Source: an optimization exercise on an open RTL-to-GDS flow (aim: small area, a short achievable clock period and few clock cycles). Production flows keep margins and buffers that such runs may drop. Only simulation tests tie the RTL to the original design; equivalence was not proved. No activity file was given, so power comes from the tool's default toggle rates.

[flow/config.mk]
export PLATFORM = sky130hd
export DESIGN_NAME = mips_multicycle_core
export DESIGN_NICKNAME = mips_multicycle_core
export VERILOG_FILES = /design/flow/design.v
export SDC_FILE = /design/flow/constraint.sdc
export NUM_CORES = 4
export LEC_CHECK = 0
export CAP_MARGIN = 20
export CORE_MARGIN = 2
export CORE_UTILIZATION = 45
export PLACE_DENSITY = 0.6
export SLEW_MARGIN = 20
[flow/constraint.sdc]
create_clock -name core_clock -period 6.0 [get_ports {clk}]
set_input_delay 1.2000 -clock core_clock [delete_from_list [all_inputs] [get_ports {clk}]]
set_output_delay 1.2000 -clock core_clock [all_outputs]
set_load 0.01 [all_outputs]
[flow/design.v]
module mips_multicycle_core #(
  parameter int                    ADDR_WIDTH = 32,
  parameter logic [ADDR_WIDTH-1:0] RESET_PC   = '0
) (
  input  logic                    clk,
  input  logic                    reset,
  output logic                    mem_req,
  output logic                    mem_we,
  output logic [ADDR_WIDTH-1:0]   mem_addr,
  output logic [31:0]             mem_wdata,
  input  logic                    mem_ready,
  input  logic [31:0]             mem_rdata,
  output logic [ADDR_WIDTH-1:0]   pc_o,
  output logic [31:0]             instr_o,
  output logic                    retire_o,
  output logic                    halted_o,
  output logic                    illegal_o,
  output logic                    misalign_o,
  input  logic [4:0]              dbg_reg_sel_i,
  output logic [31:0]             dbg_reg_data_o
);
  localparam logic [5:0] OP_R = 6'h00, OP_J = 6'h02, OP_BEQ = 6'h04, OP_BNE = 6'h05,
                         OP_ADDI = 6'h08, OP_LW = 6'h23, OP_SW = 6'h2B;
  localparam logic [5:0] F_ADD = 6'h20, F_SUB = 6'h22, F_AND = 6'h24, F_OR = 6'h25,
                         F_SLT = 6'h2A, F_BRK = 6'h0D;
  typedef enum logic [2:0] {S_FETCH, S_DECODE, S_EXEC, S_MEM, S_WB, S_HALT} state_t;
  typedef struct packed {
    logic [5:0] op;
    logic [4:0] rs;
    logic [4:0] rt;
    logic [4:0] rd;
    logic [4:0] shamt;
    logic [5:0] funct;
  } instr_t;
  state_t                state_q, state_d;
  logic [ADDR_WIDTH-1:0] pc_q, pc_d;
  logic [31:0]           ir_q, ir_d, a_q, a_d, b_q, b_d, alu_q, alu_d;
  logic                  retire_q, retire_d, halted_q, halted_d;
  logic                  illegal_q, illegal_d, misalign_q, misalign_d;
  logic [31:0][31:0]     rf_q;
  logic                  rf_we;
  logic [4:0]            rf_waddr;
  instr_t                ir;
  logic [31:0]           sext, ea, r_res, pc4_w;
  logic [ADDR_WIDTH-1:0] pc4, br_tgt, j_tgt;
  logic                  is_nop, is_brk, legal;
  assign ir     = instr_t'(ir_q);
  assign sext   = {{16{ir_q[15]}}, ir_q[15:0]};
  assign ea     = a_q + sext;
  assign pc4    = pc_q + ADDR_WIDTH'(4);
  assign pc4_w  = 32'(pc4);
  assign br_tgt = pc4 + ADDR_WIDTH'({sext[29:0], 2'b00});
  assign j_tgt  = ADDR_WIDTH'({pc4_w[31:28], ir_q[25:0], 2'b00});
  assign is_nop = (ir_q == '0);
  assign is_brk = (ir.op == OP_R) && (ir.funct == F_BRK);
  assign legal  = (ir.op == OP_R) ? (is_nop || (ir.funct == F_ADD) || (ir.funct == F_SUB) ||
                                              (ir.funct == F_AND) || (ir.funct == F_OR) || (ir.funct == F_SLT))
                                  : ((ir.op == OP_J) || (ir.op == OP_BEQ) || (ir.op == OP_BNE) ||
                                     (ir.op == OP_ADDI) || (ir.op == OP_LW) || (ir.op == OP_SW));
  always_comb begin
    r_res = '0;
    case (ir.funct)
      F_ADD:   r_res = a_q + b_q;
      F_SUB:   r_res = a_q - b_q;
      F_AND:   r_res = a_q & b_q;
      F_OR:    r_res = a_q | b_q;
      F_SLT:   r_res = {31'b0, $signed(a_q) < $signed(b_q)};
      default: r_res = '0;
    endcase
  end
  always_comb begin
    state_d    = state_q;
    pc_d       = pc_q;
    ir_d       = ir_q;
    a_d        = a_q;
    b_d        = b_q;
    alu_d      = alu_q;
    retire_d   = 1'b0;
    halted_d   = halted_q;
    illegal_d  = illegal_q;
    misalign_d = misalign_q;
    rf_we      = 1'b0;
    rf_waddr   = (ir.op == OP_R) ? ir.rd : ir.rt;
    case (state_q)
      S_FETCH: if (mem_ready) begin
        ir_d    = mem_rdata;
        state_d = S_DECODE;
      end
      S_DECODE: begin
        a_d = rf_q[ir.rs];
        b_d = rf_q[ir.rt];
        if (is_brk) begin
          state_d  = S_HALT;
          halted_d = 1'b1;
        end else if (!legal) begin
          state_d   = S_HALT;
          halted_d  = 1'b1;
          illegal_d = 1'b1;
        end else begin
          state_d = S_EXEC;
        end
      end
      S_EXEC: begin
        case (ir.op)
          OP_R: if (is_nop) begin
            pc_d     = pc4;
            retire_d = 1'b1;
            state_d  = S_FETCH;
          end else begin
            alu_d   = r_res;
            state_d = S_WB;
          end
          OP_ADDI: begin
            alu_d   = ea;
            state_d = S_WB;
          end
          OP_LW, OP_SW: begin
            alu_d = ea;
            if (ea[1:0] != 2'b00) begin
              state_d    = S_HALT;
              halted_d   = 1'b1;
              misalign_d = 1'b1;
            end else begin
              state_d = S_MEM;
            end
          end
          OP_BEQ, OP_BNE: begin
            pc_d     = ((a_q == b_q) == (ir.op == OP_BEQ)) ? br_tgt : pc4;
            retire_d = 1'b1;
            state_d  = S_FETCH;
          end
          default: begin
            pc_d     = j_tgt;
            retire_d = 1'b1;
            state_d  = S_FETCH;
          end
        endcase
      end
      S_MEM: if (mem_ready) begin
        if (ir.op == OP_SW) begin
          pc_d     = pc4;
          retire_d = 1'b1;
          state_d  = S_FETCH;
        end else begin
          alu_d   = mem_rdata;
          state_d = S_WB;
        end
      end
      S_WB: begin
        rf_we    = (rf_waddr != 5'd0);
        pc_d     = pc4;
        retire_d = 1'b1;
        state_d  = S_FETCH;
      end
      default: ;
    endcase
  end
  always_ff @(posedge clk or posedge reset) begin
    if (reset) begin
      state_q    <= S_FETCH;
      pc_q       <= RESET_PC;
      ir_q       <= '0;
      a_q        <= '0;
      b_q        <= '0;
      alu_q      <= '0;
      retire_q   <= 1'b0;
      halted_q   <= 1'b0;
      illegal_q  <= 1'b0;
      misalign_q <= 1'b0;
      rf_q       <= '0;
    end else begin
      state_q    <= state_d;
      pc_q       <= pc_d;
      ir_q       <= ir_d;
      a_q        <= a_d;
      b_q        <= b_d;
      alu_q      <= alu_d;
      retire_q   <= retire_d;
      halted_q   <= halted_d;
      illegal_q  <= illegal_d;
      misalign_q <= misalign_d;
      if (rf_we) rf_q[rf_waddr] <= alu_q;
    end
  end
  assign mem_req   = !reset && ((state_q == S_FETCH) || (state_q == S_MEM));
  assign mem_we    = (state_q == S_MEM) && (ir.op == OP_SW);
  assign mem_addr  = (state_q == S_MEM) ? alu_q[ADDR_WIDTH-1:0] : pc_q;
  assign mem_wdata = b_q;
  assign pc_o           = pc_q;
  assign instr_o        = ir_q;
  assign retire_o       = retire_q;
  assign halted_o       = halted_q;
  assign illegal_o      = illegal_q;
  assign misalign_o     = misalign_q;
  assign dbg_reg_data_o = rf_q[dbg_reg_sel_i];
endmodule
[flow/run.sh]
#!/bin/bash
# synth_recipe.tcl (not shown) runs the flow's synth.tcl, then flattens the netlist and writes it again
# the make line also repeats each setting of config.mk as NAME=value (left out here)
make -C /OpenROAD-flow-scripts/flow DESIGN_CONFIG=/design/flow/config.mk WORK_HOME=/design/flow/orfs CLKGATE_MAP_FILE= SYNTH_SCRIPT=/design/flow/synth_recipe.tcl finish
==> run summary <==
outcome timing/DRC/antenna clean; total CTS buffers 136; fillers 14,700; grt total ovfl 0; Ports 206; Critical Path Slowest Stage Cell clkdlybuf4s50_1; part of the power in registers 0.296; global placement routability congestion 0.952; top post-synthesis cells by count 1,189 x dfrtp_1, 1,117 x mux2_2, 768 x mux4_2; cell taking the most area after synthesis dfrtp_1; synth-to-layout area growth 12.2%; Worst VDD drop 0.520 mV; H-tree Lvls 4; Die W 421 um; Synth Instances 6,163; Synth Area in XOR/XNOR 0.0119; Layout Skew 27.1 ps; Critical Path, Cell by Cell buf_8 -> buf_12 -> buf_4 -> mux4_2 -> mux4_2 -> mux2_2 -> clkdlybuf4s50_1; Pleak 37.8 nW; die height 421 um; share of cells above drive strength 1 0.387; Synth Area in Adders 0.0265; first-pass GRT wire length 410,000 um; Critical Path AT 4010 ps; initial core utilization 0.452; antenna viol nets, final 0; via/cell ratio 6.83; minimum clock period after layout 5210 ps; Clock power frac 0.173; async set or reset register ratio after synthesis 1.00; most used cell, CP mux4_2; CTS clk-pin slew, worst paths 60 ps; DP Wirelength 173,000 um; Iter 0 DRT Violations 6,491; CTS Hold Buffers Added 0; CTS tree done; count of warnings emitted by yosys 1; critical path class primary input to output port; drt first pass iters 6; residual DRC count 0; register area share after synthesis 0.380; Hold WS 416 ps; Synth Area in Simple Gates 0.0484; Max Freq 0.192 GHz; area share of the largest cell type after synthesis 0.380; number of global-route vias before repair 57,200; Setup crit start kind primary input; Worst-Margin Slew 1290 ps; clock sink count 1,189; total power 50.6 mW; Crit. End Element output port; Final WS setup 794 ps; Max-Cap Viols 0; CTS root buffer clkbuf_16; critical path peak fanout 27; ratio of total power to cell area 576 mW/mm2; Top FF cell, synth dfrtp_1; internal power 28.2 mW; nets 6,278; largest family of logic cells by synthesized area multiplexers; Crit path required time 4800 ps; Post-CTS Setup Inserts 0; leading post-synthesis cells by cell area dfrtp_1 38%, mux4_2 22%, mux2_2 16%; Netlist cell types 92; die area 0.177 mm2; final period utilization 0.868; Netlist Area Pre-Place 0.0782 mm2; Final Hold Viols 0; flop2flop setup slack 1060 ps; worst skew pair latency 810 ps; most frequent cell after synthesis dfrtp_1; Global Route Usage Sum 0.313; mux share of post-synthesis cell area 0.413; syn avg cell area 12.7 um2; post-CTS sizing 0; largest net degree at the start of global routing 135; Rows 153; Compound-Gate Fraction of Synth Area 0.0808; total wire length 281,000 um; relative slew slack 0.139; Port Buffers 203; NetSw 22.4 mW; Yosys reg bits 1,189; setup TNS 0 ps; initial antenna violation count 8; Final Slew Violations 0; Post-synth EDFFs 0; vias 58,100; Max Buffers Root-to-Sink 3; Net Sw Frac 0.443; pre-CTS setup slack 773 ps; worst min-delay path class register to register; RSZ-0062 raised after global routing no; Slowest Stage Delay on Critical Path 510 ps; Comb power frac 0.531; CORE AREA 0.173 mm2; Setup Viol. Count Final 0; WL/cell 33.0 um
logic make-up after synthesis:
kind of cell | after synthesis
flip-flops | 1189
multiplexers | 2130
AND/OR/NAND/NOR | 808
adder cells (fa/ha/maj) | 163
other | 1
AO/OA/AOI/OAI | 1020
buffers and inverters | 746
XOR/XNOR | 106
layout make-up:
class / instances / area [um2] / area share
sequential: 1189 / 29800 / 0.340
tap: 2325 / 2910 / 0.0332
clock inverter: 59 / 748 / 0.00853
antenna: 1 / 2.50 / 0.0000285
inverter: 127 / 480 / 0.00548
timing repair buffer: 392 / 4230 / 0.0482
clock buffer: 185 / 3850 / 0.0439
multi-input combinational: 4229 / 45700 / 0.521
power groups by stage:
| stage | Combinational [mW] | Clock, mW | Sequential, mW |
|---|---|---|---|
| 2_1_floorplan | 18.9 | 0 | 13.2 |
| 3_3_place_gp | 26.1 | 0 | 14.8 |
| 3_5_place_dp | 26.4 | 0 | 14.9 |
| 4_1_cts | 26.5 | 8.85 | 14.8 |
| 5_1_grt | 28.5 | 9.19 | 15.3 |
| 6_report | 26.8 | 8.75 | 15.0 |
state kept, by name, summed over array words and instances (netlist names), 3 cells and up:
signal,cells
ir_q,32
state_q,3
a_q,32
alu_q,32
pc_q,30
rf_q,1024
b_q,32
critical path: cells and delay by family:
| kind | cells | cell delay [ps] |
|---|---|---|
| muxes | 3 | 1340 |
| buffers and inverters | 4 | 1390 |
per-layer routing:
metal / part of all wire / global-route usage
met5: 0.000093 / 0
met4: 0.052 / 0.145
met3: 0.099 / 0.0734
met2: 0.44 / 0.464
met1: 0.41 / 0.438
stage by stage:
stage,util,std cells,instance area [um2]
after global placement,0.480,8260,83100
final,0.506,8507,87700
after floorplan,-,6164,78200
after detailed placement,0.480,8262,83100
after CTS,0.506,8506,87700
after global routing,0.506,8506,87700
cell usage in the layout, fill, tap and decap left out, types with 125 or more instances in the layout:
master	netlist	final
buf_4	21	129
nor2_1	277	254
mux2_2	1117	1117
a21oi_1	391	391
mux4_2	768	768
clkdlybuf4s50_1	0	198
inv_1	126	125
clkbuf_16	0	138
ha_1	159	159
nand2_1	220	217
o21ai_0	193	193
mux2i_1	242	242
dfrtp_1	1189	1168
worst paths after layout:
check,startpoint,endpoint,depth (start not counted)
max,dbg_reg_sel_i[0],dbg_reg_data_o[27],7
min,rf_q[31],rf_q[31],0
max reg2reg,ir_q[29],rf_q[913],14
min reg2reg,rf_q[31],rf_q[31],0
max in group asynchronous,reset,rf_q[215],5
min in group asynchronous,reset,ir_q[3],2
Testbench counts, summed over its fixed seeds: cycles 110,965.

## re-timing with driven ports
Ports are ideal in the flow. The routed layout listed here was re-timed in OpenROAD.
Step 1: set_driving_cell puts a clkbuf_16 on clk and a buf_2 on each other input, an assumption about the parent block.
Step 2 also shifts input and output timing later by t, the mid clock arrival at the registers, as if the neighbouring blocks saw the same clock.
Slacks: ideal / step 1 / step 2; pairs: ideal / step 1.
shift t [ns]: 0.889
setup slack, ns: 0.794 / 0.745 / 0.745
clock arrival spread, ns: 0.028 / 0.028
worst register clock-pin slew, ns: 0.07 / 0.07
pins driven straight from the clock port: 1
After both steps this run still meets setup and hold. The setup slack of this run moves by -0.049 ns with the drivers and by -0.049 ns with both steps.
